From an optimization exercise on the open Yosys and OpenROAD flow, aimed at small area, a short achievable clock period and few clock cycles per item; shortcuts taken in it are not production practice.
Where RTL was checked, it was by simulation tests only, not by an equivalence proof against the original.

==> job 3586 <==
==> flow/design.v <==
`timescale 1ns / 1ps
package pfp_pkg;
   localparam int CHANNEL_COUNT = 8;
   localparam int FRAME_BYTES   = 21;
   localparam logic [7:0] SOF_A     = 8'hAA;
   localparam logic [7:0] SOF_B     = 8'h55;
   localparam logic [7:0] HEADER_ID = 8'h01;
   localparam logic [7:0] LEN_BYTE  = 8'h10;
   localparam logic [7:0] HDR_SUM   = 8'h10;
   localparam int          DUTY_S     = 18;
   localparam logic [33:0] DUTY_K     = 34'd1717987;
   localparam logic [33:0] DUTY_C_POS = 34'h20001FD9A;
   localparam logic [33:0] DUTY_C_NEG = 34'h20001FF35;
   localparam logic [15:0] DUTY_MAX   = 16'h7FFF;
endpackage
`timescale 1ns / 1ps
module pfp_front (
   input  logic                 clock,
   input  logic                 reset,
   input  logic                 in_v,
   input  logic [7:0]           in_b,
   input  logic                 in_be,
   output logic                 hit,
   output logic                 wr,
   output logic [4:0]           fill,
   output logic [15:0][7:0]     win
);
   logic [15:0]       tag;
   logic [7:0]        tsum;      
   logic [3:0]        pf;        
   logic              full;
   logic              restart;
   assign full    = fill[4] & fill[2];    
   assign hit     = in_v && full && tag[0] && (tsum == in_b);
   assign restart = hit || in_be;
   assign wr      = in_v && !restart && (fill >= 5'd4);
   always_ff @(posedge clock) begin
      if (reset) begin
         fill <= '0;
         tsum <= pfp_pkg::HDR_SUM;
         pf   <= '0;
      end else if (in_v) begin
         if (restart) begin
            fill <= '0;
            tsum <= pfp_pkg::HDR_SUM;
            pf   <= '0;
         end else begin
            if (!full) fill <= fill + 1'b1;
            if (wr) tsum <= tsum + in_b - (full ? win[0] : 8'd0);
            pf[0] <= (in_b == pfp_pkg::SOF_A);
            pf[1] <= pf[0] && (in_b == pfp_pkg::SOF_B);
            pf[2] <= pf[1] && (in_b == pfp_pkg::HEADER_ID);
            pf[3] <= pf[2] && (in_b == pfp_pkg::LEN_BYTE);
         end
      end
   end
   always_ff @(posedge clock) begin
      if (wr) begin
         win <= {in_b, win[15:1]};
         tag <= {pf[3], tag[15:1]};
      end
   end
endmodule
`timescale 1ns / 1ps
module pfp_queue (
   input  logic                 clock,
   input  logic                 reset,
   input  logic                 hit,
   input  logic                 wr,
   input  logic                 take,
   input  logic [15:0][7:0]     win,
   output logic                 pend,
   output logic [3:0]           rd_pos,
   output logic [2:0]           rd_ch,
   output logic [15:0]          rd_raw
);
   logic read;
   assign read = take && pend;
   always_ff @(posedge clock) begin
      if (reset) begin
         pend <= 1'b0;
      end else if (hit) begin
         pend <= 1'b1;
      end else if (read && rd_ch == 3'd7) begin
         pend <= 1'b0;
      end
   end
   always_ff @(posedge clock) begin
      if (hit) begin
         rd_ch  <= '0;
         rd_pos <= '0;
      end else begin
         if (read) rd_ch <= rd_ch + 1'b1;
         rd_pos <= rd_pos + (read ? 4'd2 : 4'd0) - (wr ? 4'd1 : 4'd0);
      end
   end
   logic [16:0][7:0] winx;
   assign winx = {8'd0, win};
   assign rd_raw = {winx[rd_pos], winx[5'(rd_pos) + 5'd1]};
endmodule
`timescale 1ns / 1ps
module pfp_back (
   input  logic                 clock,
   input  logic                 reset,
   input  logic                 pend,
   input  logic [2:0]           rd_ch,
   input  logic [15:0]          rd_raw,
   output logic                 take,
   output logic                 rsp_valid,
   input  logic                 rsp_ready,
   output logic [35:0]          rsp_data
);
   logic        adv;
   logic        a_v;
   logic [2:0]  a_ch;
   logic [15:0] a_raw;
   logic        o_v;
   logic [35:0] o_data;
   logic [33:0] prod;
   logic [15:0] duty;
   assign adv  = !o_v || rsp_ready;
   assign take = !a_v || adv;
   always_ff @(posedge clock) begin
      if (reset) begin
         a_v <= 1'b0;
         o_v <= 1'b0;
      end else begin
         if (take) a_v <= pend;
         if (adv)  o_v <= a_v;
      end
   end
   always_comb begin
      prod = a_raw * pfp_pkg::DUTY_K
           + ((a_raw < 16'd5000) ? pfp_pkg::DUTY_C_NEG : pfp_pkg::DUTY_C_POS);
      duty = (a_raw >= 16'd10000) ? pfp_pkg::DUTY_MAX : prod[pfp_pkg::DUTY_S +: 16];
   end
   always_ff @(posedge clock) begin
      if (take) begin
         a_ch  <= rd_ch;
         a_raw <= rd_raw;
      end
      if (adv) begin
         o_data <= {a_ch, a_raw, duty, a_ch == 3'd7};
      end
   end
   assign rsp_valid = o_v;
   assign rsp_data  = o_data;
endmodule
`timescale 1ns / 1ps
module pwm_frame_parser (
   input  logic             clock,
   input  logic             reset,
   input  logic             req_valid,
   output logic             req_ready,
   input  logic [8:0]       req_data,
   output logic             rsp_valid,
   input  logic             rsp_ready,
   output logic [35:0]      rsp_data
);
   logic             in_v;
   logic [7:0]       in_b;
   logic             in_be;
   logic             hit;
   logic             wr;
   logic [4:0]       fill;
   logic [15:0][7:0] win;
   logic             take;
   logic             pend;
   logic [3:0]       rd_pos;
   logic [2:0]       rd_ch;
   logic [15:0]      rd_raw;
   logic             w_cur;
   always_ff @(posedge clock) begin
      in_v  <= !reset && req_valid && req_ready;
      in_b  <= req_data[8:1];
      in_be <= req_data[0];
   end
   assign w_cur     = in_v && (fill >= 5'd4);
   assign req_ready = !pend || (fill + 5'(in_v) < 5'd4) || (rd_pos > 4'(w_cur));
   pfp_front u_front (
      .clock (clock),
      .reset (reset),
      .in_v  (in_v),
      .in_b  (in_b),
      .in_be (in_be),
      .hit   (hit),
      .wr    (wr),
      .fill  (fill),
      .win   (win)
   );
   pfp_queue u_queue (
      .clock  (clock),
      .reset  (reset),
      .hit    (hit),
      .wr     (wr),
      .take   (take),
      .win    (win),
      .pend   (pend),
      .rd_pos (rd_pos),
      .rd_ch  (rd_ch),
      .rd_raw (rd_raw)
   );
   pfp_back u_back (
      .clock     (clock),
      .reset     (reset),
      .pend      (pend),
      .rd_ch     (rd_ch),
      .rd_raw    (rd_raw),
      .take      (take),
      .rsp_valid (rsp_valid),
      .rsp_ready (rsp_ready),
      .rsp_data  (rsp_data)
   );
endmodule
==> flow/run.sh <==
#!/bin/bash
# synth_recipe.tcl (not shown) runs the flow's synth.tcl, then flattens the netlist and writes it again
# the make line also repeats each setting of config.mk as NAME=value (left out here)
make -C /OpenROAD-flow-scripts/flow DESIGN_CONFIG=/design/flow/config.mk WORK_HOME=/design/flow/orfs CLKGATE_MAP_FILE= SYNTH_SCRIPT=/design/flow/synth_recipe.tcl finish
==> flow/config.mk <==
export PLATFORM = sky130hd
export DESIGN_NAME = pwm_frame_parser
export DESIGN_NICKNAME = pwm_frame_parser
export VERILOG_FILES = /design/flow/design.v
export SDC_FILE = /design/flow/constraint.sdc
export NUM_CORES = 4
export LEC_CHECK = 0
export CAP_MARGIN = 20
export CORE_MARGIN = 2
export CORE_UTILIZATION = 40
export SLEW_MARGIN = 20
==> flow/constraint.sdc <==
create_clock -name core_clock -period 7.0 [get_ports {clock}]
set_input_delay 1.4000 -clock core_clock [delete_from_list [all_inputs] [get_ports {clock}]]
set_output_delay 1.4000 -clock core_clock [all_outputs]
set_load 0.01 [all_outputs]
==> job 3692: changes against job 3586 <==
==> flow/design.v, changed modules only <==
module pfp_front (
   input  logic                 clock,
   input  logic                 reset,
   input  logic                 in_v,
   input  logic [7:0]           in_b,
   input  logic                 in_be,
   output logic                 hit,
   output logic                 wr,
   output logic [4:0]           fill,
   output logic [4:0]           fill_n,
   output logic [15:0][7:0]     win
);
   logic [15:0]       tag;
   logic [7:0]        tsum;      
   logic [3:0]        pf;        
   logic              full;
   logic              restart;
   assign full    = fill[4] & fill[2];    
   assign hit     = in_v && full && tag[0] && (tsum == in_b);
   assign restart = hit || in_be;
   assign wr      = in_v && !restart && (fill >= 5'd4);
   always_comb begin
      if (reset || (in_v && restart)) fill_n = '0;
      else if (in_v && !full)         fill_n = fill + 1'b1;
      else                            fill_n = fill;
   end
   always_ff @(posedge clock) fill <= fill_n;
   always_ff @(posedge clock) begin
      if (reset) begin
         tsum <= pfp_pkg::HDR_SUM;
         pf   <= '0;
      end else if (in_v) begin
         if (restart) begin
            tsum <= pfp_pkg::HDR_SUM;
            pf   <= '0;
         end else begin
            if (wr) tsum <= tsum + in_b - (full ? win[0] : 8'd0);
            pf[0] <= (in_b == pfp_pkg::SOF_A);
            pf[1] <= pf[0] && (in_b == pfp_pkg::SOF_B);
            pf[2] <= pf[1] && (in_b == pfp_pkg::HEADER_ID);
            pf[3] <= pf[2] && (in_b == pfp_pkg::LEN_BYTE);
         end
      end
   end
   always_ff @(posedge clock) begin
      if (wr) begin
         win <= {in_b, win[15:1]};
         tag <= {pf[3], tag[15:1]};
      end
   end
endmodule
module pfp_queue (
   input  logic                 clock,
   input  logic                 reset,
   input  logic                 hit,
   input  logic                 wr,
   input  logic                 take,
   input  logic [15:0][7:0]     win,
   output logic                 pend,
   output logic [3:0]           rd_pos,
   output logic                 pend_n,
   output logic [3:0]           rd_pos_n,
   output logic [15:0]          rd_raw
);
   logic       read;
   logic [2:0] rd_ch;
   assign read = take && pend;
   always_comb begin
      if (reset)                          pend_n = 1'b0;
      else if (hit)                       pend_n = 1'b1;
      else if (read && rd_ch == 3'd7)     pend_n = 1'b0;
      else                                pend_n = pend;
      if (hit) rd_pos_n = '0;
      else     rd_pos_n = rd_pos + (read ? 4'd2 : 4'd0) - (wr ? 4'd1 : 4'd0);
   end
   always_ff @(posedge clock) begin
      pend   <= pend_n;
      rd_pos <= rd_pos_n;
      if (hit)       rd_ch <= '0;
      else if (read) rd_ch <= rd_ch + 1'b1;
   end
   logic [16:0][7:0] winx;
   assign winx = {8'd0, win};
   assign rd_raw = {winx[rd_pos], winx[5'(rd_pos) + 5'd1]};
endmodule
module pfp_back (
   input  logic                 clock,
   input  logic                 reset,
   input  logic                 pend,
   input  logic [15:0]          rd_raw,
   output logic                 take,
   output logic                 rsp_valid,
   input  logic                 rsp_ready,
   output logic [35:0]          rsp_data
);
   logic        adv;
   logic        a_v;
   logic [15:0] a_raw;
   logic        a_neg;
   logic        a_sat;
   logic        o_v;
   logic [2:0]  o_ch;
   logic        o_last;
   logic [15:0] o_raw;
   logic [15:0] o_duty;
   logic [33:0] prod;
   logic [33:0] r;
   logic [33:0] rn;
   logic [15:0] duty;
   logic        sent;
   assign adv  = !o_v || rsp_ready;
   assign take = !a_v || adv;
   assign sent = o_v && rsp_ready;
   always_ff @(posedge clock) begin
      if (reset) begin
         a_v    <= 1'b0;
         o_v    <= 1'b0;
         o_ch   <= '0;
         o_last <= 1'b0;
      end else begin
         if (take) a_v <= pend;
         if (adv)  o_v <= a_v;
         if (sent) begin
            o_ch   <= o_ch + 1'b1;
            o_last <= (o_ch == 3'd6);
         end
      end
   end
   always_comb begin
      r    = {20'd0, a_raw[13:0]};
      rn   = {20'd0, ~a_raw[13:0]};
      prod = (r << 21) + (r << 17) + (r << 14) + (r << 2)
           + (rn << 19) + (rn << 11) + (rn << 8) + (rn << 5) + rn
           + (a_neg ? 34'h3FDC1C856 : 34'h3FDC1C6BB);
      duty = a_sat ? pfp_pkg::DUTY_MAX : prod[pfp_pkg::DUTY_S +: 16];
   end
   always_ff @(posedge clock) begin
      if (take) begin
         a_raw <= rd_raw;
         a_neg <= (rd_raw < 16'd5000);
         a_sat <= (rd_raw >= 16'd10000);
      end
      if (adv) begin
         o_raw  <= a_raw;
         o_duty <= duty;
      end
   end
   assign rsp_valid = o_v;
   assign rsp_data  = {o_ch, o_raw, o_duty, o_last};
endmodule
module pwm_frame_parser (
   input  logic             clock,
   input  logic             reset,
   input  logic             req_valid,
   output logic             req_ready,
   input  logic [8:0]       req_data,
   output logic             rsp_valid,
   input  logic             rsp_ready,
   output logic [35:0]      rsp_data
);
   logic             in_v;
   logic [7:0]       in_b;
   logic             in_be;
   logic             hit;
   logic             wr;
   logic [4:0]       fill;
   logic [15:0][7:0] win;
   logic             take;
   logic             pend;
   logic [3:0]       rd_pos;
   logic [15:0]      rd_raw;
   always_ff @(posedge clock) begin
      in_v  <= in_v_n;
      in_b  <= req_data[8:1];
      in_be <= req_data[0];
   end
   logic             in_v_n;
   logic             pend_n;
   logic [4:0]       fill_n;
   logic [3:0]       rd_pos_n;
   logic             rr_n;
   assign in_v_n = !reset && req_valid && req_ready;
   assign rr_n   = !pend_n || (fill_n + 5'(in_v_n) < 5'd4)
                || (rd_pos_n > 4'(in_v_n && (fill_n >= 5'd4)));
   always_ff @(posedge clock) begin
      req_ready <= reset || rr_n;
   end
   pfp_front u_front (
      .clock (clock),
      .reset (reset),
      .in_v  (in_v),
      .in_b  (in_b),
      .in_be (in_be),
      .hit   (hit),
      .wr    (wr),
      .fill  (fill),
      .fill_n (fill_n),
      .win   (win)
   );
   pfp_queue u_queue (
      .clock  (clock),
      .reset  (reset),
      .hit    (hit),
      .wr     (wr),
      .take   (take),
      .win    (win),
      .pend   (pend),
      .rd_pos (rd_pos),
      .pend_n (pend_n),
      .rd_pos_n (rd_pos_n),
      .rd_raw (rd_raw)
   );
   pfp_back u_back (
      .clock     (clock),
      .reset     (reset),
      .pend      (pend),
      .rd_raw    (rd_raw),
      .take      (take),
      .rsp_valid (rsp_valid),
      .rsp_ready (rsp_ready),
      .rsp_data  (rsp_data)
   );
endmodule
- ABC_CLOCK_PERIOD_IN_PS: not set -> 2500
- SETUP_SLACK_MARGIN: not set -> 4.2
==> job 2080: changes against job 3586 <==
==> flow/design.v, changed modules only <==
module pfp_back (
   input  logic                 clock,
   input  logic                 reset,
   input  logic                 pend,
   input  logic [2:0]           rd_ch,
   input  logic [15:0]          rd_raw,
   output logic                 take,
   output logic                 rsp_valid,
   input  logic                 rsp_ready,
   output logic [35:0]          rsp_data
);
   logic        adv;
   logic        a_v;
   logic [2:0]  a_ch;
   logic [15:0] a_raw;
   logic        o_v;
   logic [35:0] o_data;
   logic [33:0] prod;
   logic [33:0] r;
   logic [33:0] rn;
   logic [15:0] duty;
   assign adv  = !o_v || rsp_ready;
   assign take = !a_v || adv;
   always_ff @(posedge clock) begin
      if (reset) begin
         a_v <= 1'b0;
         o_v <= 1'b0;
      end else begin
         if (take) a_v <= pend;
         if (adv)  o_v <= a_v;
      end
   end
   always_comb begin
      r    = {20'd0, a_raw[13:0]};
      rn   = {20'd0, ~a_raw[13:0]};
      prod = (r << 21) + (r << 17) + (r << 14) + (r << 2)
           + (rn << 19) + (rn << 11) + (rn << 8) + (rn << 5) + rn
           + ((a_raw < 16'd5000) ? 34'h3FDC1C856 : 34'h3FDC1C6BB);
      duty = (a_raw >= 16'd10000) ? pfp_pkg::DUTY_MAX : prod[pfp_pkg::DUTY_S +: 16];
   end
   always_ff @(posedge clock) begin
      if (take) begin
         a_ch  <= rd_ch;
         a_raw <= rd_raw;
      end
      if (adv) begin
         o_data <= {a_ch, a_raw, duty, a_ch == 3'd7};
      end
   end
   assign rsp_valid = o_v;
   assign rsp_data  = o_data;
endmodule
- ABC_CLOCK_PERIOD_IN_PS: not set -> 3000
- SETUP_SLACK_MARGIN: not set -> 3.5
==> impl_metrics.py <==
metrics = {
    "run_status": {
        "status": "timing/DRC/antenna clean",
    },
    "global_route": {
        "grt_use_met2": 0.306,
        "grt_pass1_vias": 8901,
    },
    "drt": {
        "drtIter0Drc": 606,
        "routed-wl-met3_mm": 1.50,
    },
    "timing": {
        "hold_ws_ps": 421,
    },
    "cells_and_area": {
        "multi_input_comb_cells": 612,
        "fillers": 2904,
    },
    "floorplanning": {
        "core_um2": 34300,
        "start_util": 0.403,
    },
    "worst_setup_path": {
        "cp_common_cell": "fa_2",
    },
    "place": {
        "preCtsSetupSlack_ps": 1730,
    },
}
(the above is from job 2080)
==> impl_metrics.py <==
metrics = {
    "run_status": {
        "status": "timing/DRC/antenna clean",
    },
    "floorplanning": {
        "core_um2": 34300,
        "start_util": 0.404,
    },
    "drt": {
        "drtIter0Drc": 491,
    },
    "timing": {
        "hold_ws_ps": 417,
    },
    "cells_and_area": {
        "synthToLayoutAreaGrowth_pct": 25.3,
        "fillers": 2878,
        "multi_input_comb_cells": 590,
    },
    "clock_tree": {
        "h-tree-depth": 1,
    },
    "global_route": {
        "grt_use_met2": 0.295,
        "grt_pass1_vias": 8872,
    },
}
(the above is from job 3692)
==> impl_metrics.py <==
metrics = {
    "global_route": {
        "grt_use_met2": 0.300,
    },
    "drt": {
        "routed-wl-met3_mm": 1.21,
        "drtIter0Drc": 621,
    },
    "place": {
        "preCtsSetupSlack_ps": 543,
    },
    "worst_setup_path": {
        "cp_common_cell": "inv_1",
    },
    "run_status": {
        "status": "timing/DRC/antenna clean",
    },
}
(the above is from job 3586)
Testbench counts of job 3586, summed over its fixed seeds: cycles 23,790, items 8,120.
No functional check of the RTL was part of job 3692 and job 2080.

[afterwards: timing with drivers on the ports]
Ports are ideal in the flow. The routed layouts listed here were re-timed in OpenROAD.
Step 1: set_driving_cell puts a clkbuf_16 on clock and a buf_2 on each other input, an assumption about the parent block.
Step 2 moves the port delays by t, midway between the first and last clock arrival at a register: inputs arrive t later, outputs are due t later. That takes back most of the time a late clock gives input paths.
Slacks: ideal ports / drivers / drivers and shift; pairs: ideal ports / drivers.
run | shift t [ns] | slack for setup (ns) | clock arrival spread, ns | worst data-port slew with drivers (ns) | pins driven straight from the clock port
job 3586 | 0.611 | 0.564 / 0.564 / 0.564 | 0.043 / 0.043 | 0.04 | 1
job 3692 | 0.597 | 2.840 / 2.840 / 2.840 | 0.025 / 0.026 | 0.03 | 1
job 2080 | 0.603 | 2.412 / 2.412 / 2.412 | 0.015 / 0.015 | 0.03 | 1
After both steps setup and hold are still met in every run listed.
